What follows belongs to an exercise in optimizing a design on an open flow for small area, a short achievable clock period and few clock cycles per item; a production flow would make more cautious choices.
In this exercise RTL edits were held to simulation tests only and were not proved equivalent to the original.
Power is estimated from default activity; no workload was simulated.

==> flow/design.v <==
`default_nettype none
package sp_pkg;
	localparam int ELEM_W = 9;
	localparam int LEN    = 6;
	localparam int WIDE_W = 2 * ELEM_W;
	localparam logic [ELEM_W-1:0] MODULUS = 9'd509;
	localparam logic [ELEM_W-1:0] INV_EXP = 9'd507;
	typedef logic [ELEM_W-1:0] elem_t;
	typedef logic [WIDE_W-1:0] wide_t;
	typedef elem_t [LEN-1:0] series_t;
	typedef struct packed {
		logic sort_en;
		logic inv_en;
	} mode_t;
	typedef enum logic [2:0] {
		IDLE,
		LOAD,
		INV,
		SORT,
		SUM,
		OUT
	} ctrl_state_e;
endpackage
`default_nettype wire
`default_nettype none
module inv_rom (
	input  wire logic [7:0] t,
	output logic      [8:0] y
);
	localparam logic [255:0] M0 = 256'h63ac0482aa6d4428402422ba43fd01338ae76743cde43c16302ecf8787b6ef8e;
	localparam logic [255:0] M1 = 256'h3da5f284ae325a2dfd758edb04449cc8efc10238fea0f8489e2370fa73e918e3;
	localparam logic [255:0] M2 = 256'h2ed0f134e4f604aaf816dcc2f6f65f1e2510024f274a452c0ca5e6fa025e6090;
	localparam logic [255:0] M3 = 256'h38ccc90de1a0dd33401373262dd61369980f967b43cc1e8f2db0b1c3f55d2906;
	localparam logic [255:0] M4 = 256'h2aa2c8a7015c6916a3971a3b6cc0c2616e00c9ae71449272c7a7487ea1a46d5a;
	localparam logic [255:0] M5 = 256'h3dad0661d936689470af40959d2ecc63856f1c6d9b496df4d974ba6d2d0e7dfe;
	localparam logic [255:0] M6 = 256'h2e14a5684f09a7a58726b26ca4f7636f01665b0104ca5246d5423c393d28d662;
	localparam logic [255:0] M7 = 256'h30c632dc95d6cd5705300b1181666695d1e2b3c159d6e94e4c175b6666e5c736;
	localparam logic [255:0] M8 = 256'h095a89a1043085588dd829e321355c95245548354d08cbc8354eafa605031b5a;
	assign y[0] = M0[t];
	assign y[1] = M1[t];
	assign y[2] = M2[t];
	assign y[3] = M3[t];
	assign y[4] = M4[t];
	assign y[5] = M5[t];
	assign y[6] = M6[t];
	assign y[7] = M7[t];
	assign y[8] = M8[t];
endmodule
`default_nettype wire
`default_nettype none
module sp_top (
	input  wire logic       clk,
	input  wire logic       rst_n,
	input  wire logic       in_valid,
	input  wire logic [8:0] in_data,
	input  wire logic [1:0] in_mode,
	output logic            out_valid,
	output logic [8:0]      out_data
);
	logic [2:0] cnt;
	logic       inv_en;
	logic       sort_en;
	always_ff @(posedge clk or negedge rst_n) begin
		if (!rst_n) begin
			cnt <= 3'd0;
		end else if (in_valid) begin
			cnt <= (cnt == 3'd5) ? 3'd0 : cnt + 3'd1;
		end
	end
	always_ff @(posedge clk) begin
		if (in_valid && cnt == 3'd0) begin
			inv_en  <= in_mode[0];
			sort_en <= in_mode[1];
		end
	end
	logic       va;
	logic       fold_a;
	logic [7:0] t_a;
	logic [6:0] in_inc;
	assign in_inc = in_data[7:1] + 7'd1;
	always_ff @(posedge clk or negedge rst_n) begin
		if (!rst_n) begin
			va <= 1'b0;
		end else begin
			va <= in_valid;
		end
	end
	always_ff @(posedge clk) begin
		fold_a <= in_data[8];
		t_a    <= in_data[8] ? {in_inc, in_data[0]} : ~in_data[7:0];
	end
	logic [8:0] a_b;
	logic [6:0] t_dec;
	logic [8:0] h;
	logic [7:0] h_inc;
	logic [8:0] inv_x;
	logic       vb;
	logic [8:0] ab;
	logic [8:0] bb;
	assign t_dec = t_a[7:1] - 7'd1;
	assign a_b   = fold_a ? {1'b1, t_dec, t_a[0]} : {1'b0, ~t_a};
	inv_rom u_rom (
		.t (t_a),
		.y (h)
	);
	assign h_inc = h[8:1] + 8'd1;
	assign inv_x = fold_a ? ~{h_inc, h[0]} : h;
	always_ff @(posedge clk or negedge rst_n) begin
		if (!rst_n) begin
			vb <= 1'b0;
		end else begin
			vb <= va;
		end
	end
	always_ff @(posedge clk) begin
		ab    <= a_b;
		bb    <= inv_en ? inv_x : a_b;
	end
	logic [5:0][8:0] list;
	logic [5:0][8:0] s_sr;
	logic [5:0]      moves;
	logic            out_active;
	logic [2:0]      phase;
	logic [8:0]      s_new;
	function automatic logic le9(input logic [8:0] x, input logic [8:0] y);
		logic r;
		r = 1'b1;
		for (int i = 0; i < 9; i++) begin
			r = (~x[i] & y[i]) | (~(x[i] & ~y[i]) & r);
		end
		le9 = r;
	endfunction
	function automatic logic [8:0] add509(input logic [8:0] x, input logic [8:0] y);
		logic [9:0] sum;
		logic [9:0] sum3;
		sum    = {1'b0, x} + {1'b0, y};
		sum3   = {1'b0, x} + {1'b0, y} + 10'd3;
		add509 = sum3[9] ? sum3[8:0] : sum[8:0];
	endfunction
	always_comb begin
		moves[0] = 1'b1;
		for (int p = 1; p < 6; p++) begin
			moves[p] = out_active || !sort_en || (32'(phase) <= 5 - p) || le9(list[p], bb);
		end
	end
	always_ff @(posedge clk) begin
		for (int p = 0; p < 6; p++) begin
			if (out_active || (vb && moves[p])) begin
				if (p < 5) begin
					list[p] <= moves[p+1] ? list[p+1] : bb;
				end else begin
					list[p] <= bb;
				end
			end
		end
	end
	logic [10:0] s_t0;
	logic [11:0] s_t1;
	logic [11:0] s_t2;
	assign s_t0  = {2'b00, ab} + {1'b0, bb, 1'b0};
	assign s_t1  = {3'b000, ab} + {2'b00, bb, 1'b0} - 12'd509;
	assign s_t2  = {3'b000, ab} + {2'b00, bb, 1'b0} - 12'd1018;
	assign s_new = !s_t2[11] ? s_t2[8:0] : (!s_t1[11] ? s_t1[8:0] : s_t0[8:0]);
	always_ff @(posedge clk) begin
		if (vb || out_active) begin
			s_sr <= {s_new, s_sr[5:1]};
		end
	end
	logic       last_ins;
	logic [8:0] e_list;
	logic [8:0] e_new;
	assign last_ins = vb && (phase == 3'd5);
	assign e_list   = add509(s_sr[1], list[1]);
	assign e_new    = add509(s_sr[1], bb);
	always_ff @(posedge clk or negedge rst_n) begin
		if (!rst_n) begin
			out_active <= 1'b0;
			phase      <= 3'd0;
			out_valid  <= 1'b0;
			out_data   <= 9'd0;
		end else begin
			if (vb) begin
				if (phase == 3'd5) begin
					out_active <= 1'b1;
					phase      <= 3'd0;
				end else begin
					phase <= phase + 3'd1;
				end
			end else if (out_active) begin
				if (phase == 3'd4) begin
					out_active <= 1'b0;
					phase      <= 3'd0;
				end else begin
					phase <= phase + 3'd1;
				end
			end
			out_valid <= last_ins || out_active;
			if (last_ins) begin
				out_data <= moves[1] ? e_list : e_new;
			end else if (out_active) begin
				out_data <= e_list;
			end else begin
				out_data <= 9'd0;
			end
		end
	end
endmodule
`default_nettype wire
==> flow/config.mk <==
export PLATFORM = sky130hd
export DESIGN_NAME = sp_top
export DESIGN_NICKNAME = sp_top
export VERILOG_FILES = /design/flow/design.v
export SDC_FILE = /design/flow/constraint.sdc
export NUM_CORES = 4
export LEC_CHECK = 0
export CAP_MARGIN = 20
export CORE_MARGIN = 2
export CORE_UTILIZATION = 40
export SLEW_MARGIN = 20
==> flow/constraint.sdc <==
create_clock -name core_clock -period 10.0 [get_ports {clk}]
set_input_delay 2.0000 -clock core_clock [delete_from_list [all_inputs] [get_ports {clk}]]
set_output_delay 2.0000 -clock core_clock [all_outputs]
set_load 0.01 [all_outputs]
standard.sh (not shown) runs the stock make flow with config.mk's settings and CLKGATE_MAP_FILE= SYNTH_SCRIPT=/design/flow/synth_recipe.tcl, a recipe that flattens the netlist after the stock synthesis.
==> flow/flow/run.sh <==
#!/bin/bash
# Layout flow: the standard synthesis, its combinational logic re-mapped by ABC
# (registers untouched), then the standard flow from floorplan to finish.
set -euo pipefail
WORK=$(pwd)
R=$WORK/orfs/results/$FLOW_PLATFORM/sp_top/base
ABC_SCRIPT=${ABC_SCRIPT:-delay.abc}
ABC_D=${ABC_D:-2500}
MARGIN=${MARGIN:-7}
bash standard.sh $R/1_2_yosys.v > $WORK/log_synth.txt 2>&1
cp $R/1_2_yosys.v $WORK/std_netlist.v
LIB=$FLOW_HOME/platforms/$FLOW_PLATFORM/lib/sky130_fd_sc_hd__tt_025C_1v80.lib \
  IN_V=$WORK/std_netlist.v OUT_V=$WORK/resyn_netlist.v ABC_SCRIPT=$WORK/flow/$ABC_SCRIPT ABC_D=$ABC_D \
  yosys -c $WORK/flow/resyn.tcl > $WORK/log_resyn.txt 2>&1
cp $WORK/resyn_netlist.v $R/1_2_yosys.v
touch $R/1_2_yosys.v
CTS="-sink_clustering_enable -repair_clock_nets -dont_use_dummy_load -buf_list sky130_fd_sc_hd__clkbuf_8"
bash standard.sh SETUP_SLACK_MARGIN=$MARGIN "CTS_ARGS=$CTS" finish > $WORK/log_finish.txt 2>&1
==> flow/flow/delay.abc <==
strash
dch -f
map -D 1400
buffer -p
upsize -D 1400
dnsize -D 1400
topo
stime -p
==> flow/flow/resyn.tcl <==
# Re-maps the combinational logic of the standard synthesis netlist with ABC.
# Registers stay the instances the standard synthesis made (same names and cells).
# env: IN_V, OUT_V, LIB, ABC_SCRIPT, ABC_D
yosys -import
set lib $::env(LIB)
read_liberty -ignore_miss_func $lib
read_verilog -defer $::env(IN_V)
hierarchy -top $::env(FLOW_TOP)
setattr -mod -set keep_hierarchy 1 sky130_fd_sc_hd__df* sky130_fd_sc_hd__edf* sky130_fd_sc_hd__dl* sky130_fd_sc_hd__sdf*
flatten
opt_clean -purge
tee -o $::env(OUT_V).pre.stat stat
set cf [open $::env(OUT_V).constr w]
puts $cf "set_driving_cell sky130_fd_sc_hd__buf_1"
puts $cf "set_load 5"
close $cf
abc -constr $::env(OUT_V).constr -liberty $lib -dont_use sky130_fd_sc_hd__probe_p_8 -dont_use sky130_fd_sc_hd__probec_p_8 -dont_use sky130_fd_sc_hd__lpflow_* -script $::env(ABC_SCRIPT) -D $::env(ABC_D)
opt_clean -purge
setundef -zero
splitnets
opt_clean -purge
hilomap -singleton -hicell sky130_fd_sc_hd__conb_1 HI -locell sky130_fd_sc_hd__conb_1 LO
insbuf -buf sky130_fd_sc_hd__buf_4 A X
tee -o $::env(OUT_V).stat stat -liberty $lib
select $::env(FLOW_TOP)
write_verilog -noattr -nohex -nodec -selected $::env(OUT_V)
Testbench counts at the start, summed over its fixed seeds: cycles 2,504, jobs 192.
==> next run, changes <==
--- a/flow/design.v
+++ b/flow/design.v
@@ -74,6 +74,7 @@
 		end
 	end
 	logic       va;
+	logic [2:0] idx_a;
 	logic       fold_a;
 	logic [7:0] t_a;
 	logic [6:0] in_inc;
@@ -86,6 +87,7 @@
 		end
 	end
 	always_ff @(posedge clk) begin
+		idx_a  <= cnt;
 		fold_a <= in_data[8];
 		t_a    <= in_data[8] ? {in_inc, in_data[0]} : ~in_data[7:0];
 	end
@@ -95,6 +97,7 @@
 	logic [7:0] h_inc;
 	logic [8:0] inv_x;
 	logic       vb;
+	logic [2:0] idx_b;
 	logic [8:0] ab;
 	logic [8:0] bb;
 	assign t_dec = t_a[7:1] - 7'd1;
@@ -113,6 +116,7 @@
 		end
 	end
 	always_ff @(posedge clk) begin
+		idx_b <= idx_a;
 		ab    <= a_b;
 		bb    <= inv_en ? inv_x : a_b;
 	end
@@ -120,7 +124,7 @@
 	logic [5:0][8:0] s_sr;
 	logic [5:0]      moves;
 	logic            out_active;
-	logic [2:0]      phase;
+	logic [2:0]      ocnt;
 	logic [8:0]      s_new;
 	function automatic logic le9(input logic [8:0] x, input logic [8:0] y);
 		logic r;
@@ -140,7 +144,7 @@
 	always_comb begin
 		moves[0] = 1'b1;
 		for (int p = 1; p < 6; p++) begin
-			moves[p] = out_active || !sort_en || (32'(phase) <= 5 - p) || le9(list[p], bb);
+			moves[p] = out_active || !sort_en || (32'(idx_b) <= 5 - p) || le9(list[p], bb);
 		end
 	end
 	always_ff @(posedge clk) begin
@@ -169,30 +173,24 @@
 	logic       last_ins;
 	logic [8:0] e_list;
 	logic [8:0] e_new;
-	assign last_ins = vb && (phase == 3'd5);
+	assign last_ins = vb && (idx_b == 3'd5);
 	assign e_list   = add509(s_sr[1], list[1]);
 	assign e_new    = add509(s_sr[1], bb);
 	always_ff @(posedge clk or negedge rst_n) begin
 		if (!rst_n) begin
 			out_active <= 1'b0;
-			phase      <= 3'd0;
+			ocnt       <= 3'd0;
 			out_valid  <= 1'b0;
 			out_data   <= 9'd0;
 		end else begin
-			if (vb) begin
-				if (phase == 3'd5) begin
-					out_active <= 1'b1;
-					phase      <= 3'd0;
-				end else begin
-					phase <= phase + 3'd1;
+			if (last_ins) begin
+				out_active <= 1'b1;
+				ocnt       <= 3'd0;
+			end else if (out_active) begin
+				if (ocnt == 3'd4) begin
+					out_active <= 1'b0;
 				end
-			end else if (out_active) begin
-				if (phase == 3'd4) begin
-					out_active <= 1'b0;
-					phase      <= 3'd0;
-				end else begin
-					phase <= phase + 3'd1;
-				end
+				ocnt <= ocnt + 3'd1;
 			end
 			out_valid <= last_ins || out_active;
 			if (last_ins) begin
Global-route usage falls by 1.2 points.
Setup slack got worse by 8.9 ps.
Combinational power climbs by about 10%.
Wire length rose by 0.54%.
Clock power is about the same.
Non-clock buffer count is unchanged.
Clock skew climbs by 5.9 ps.
Utilization climbs by 0.54 points.
Maximum frequency barely changes.
Cell area goes up by 4.1%.
Testbench counts after the change, summed over its fixed seeds: cycles 2,504, jobs 192.

-- what the ideal ports hide --
Ports are ideal in the flow. The routed layouts listed here were re-timed in OpenROAD.
Step 1 sets driving cells, clkbuf_16 on the clock port and buf_2 on the other inputs (assumed; they add their load-dependent delay and slew).
Step 2 adds t to the input delays and takes it off the output delays; t is the mean of the earliest and latest rising clock arrival at the registers after step 1. Input paths then give back, and output paths get back, about the clock's delay inside the block.
a / b / c = ideal / step 1 / step 2; a / b = the first two.
run | t, ns | setup slack, ns | hold slack, ns | worst register clock-pin slew, ns | worst data-port slew with drivers (ns)
the first run | 0.477 | 7.002 / 7.002 / 6.627 | 0.333 / 0.333 / 0.333 | 0.09 / 0.09 | 0.04
the second run | 0.474 | 6.993 / 6.993 / 6.624 | 0.337 / 0.337 / 0.337 | 0.10 / 0.10 | 0.04
After both steps every run listed still meets setup and hold. The setup slack of the first run, which loses most, moves by 0.000 ns with the drivers and by -0.375 ns with both steps.
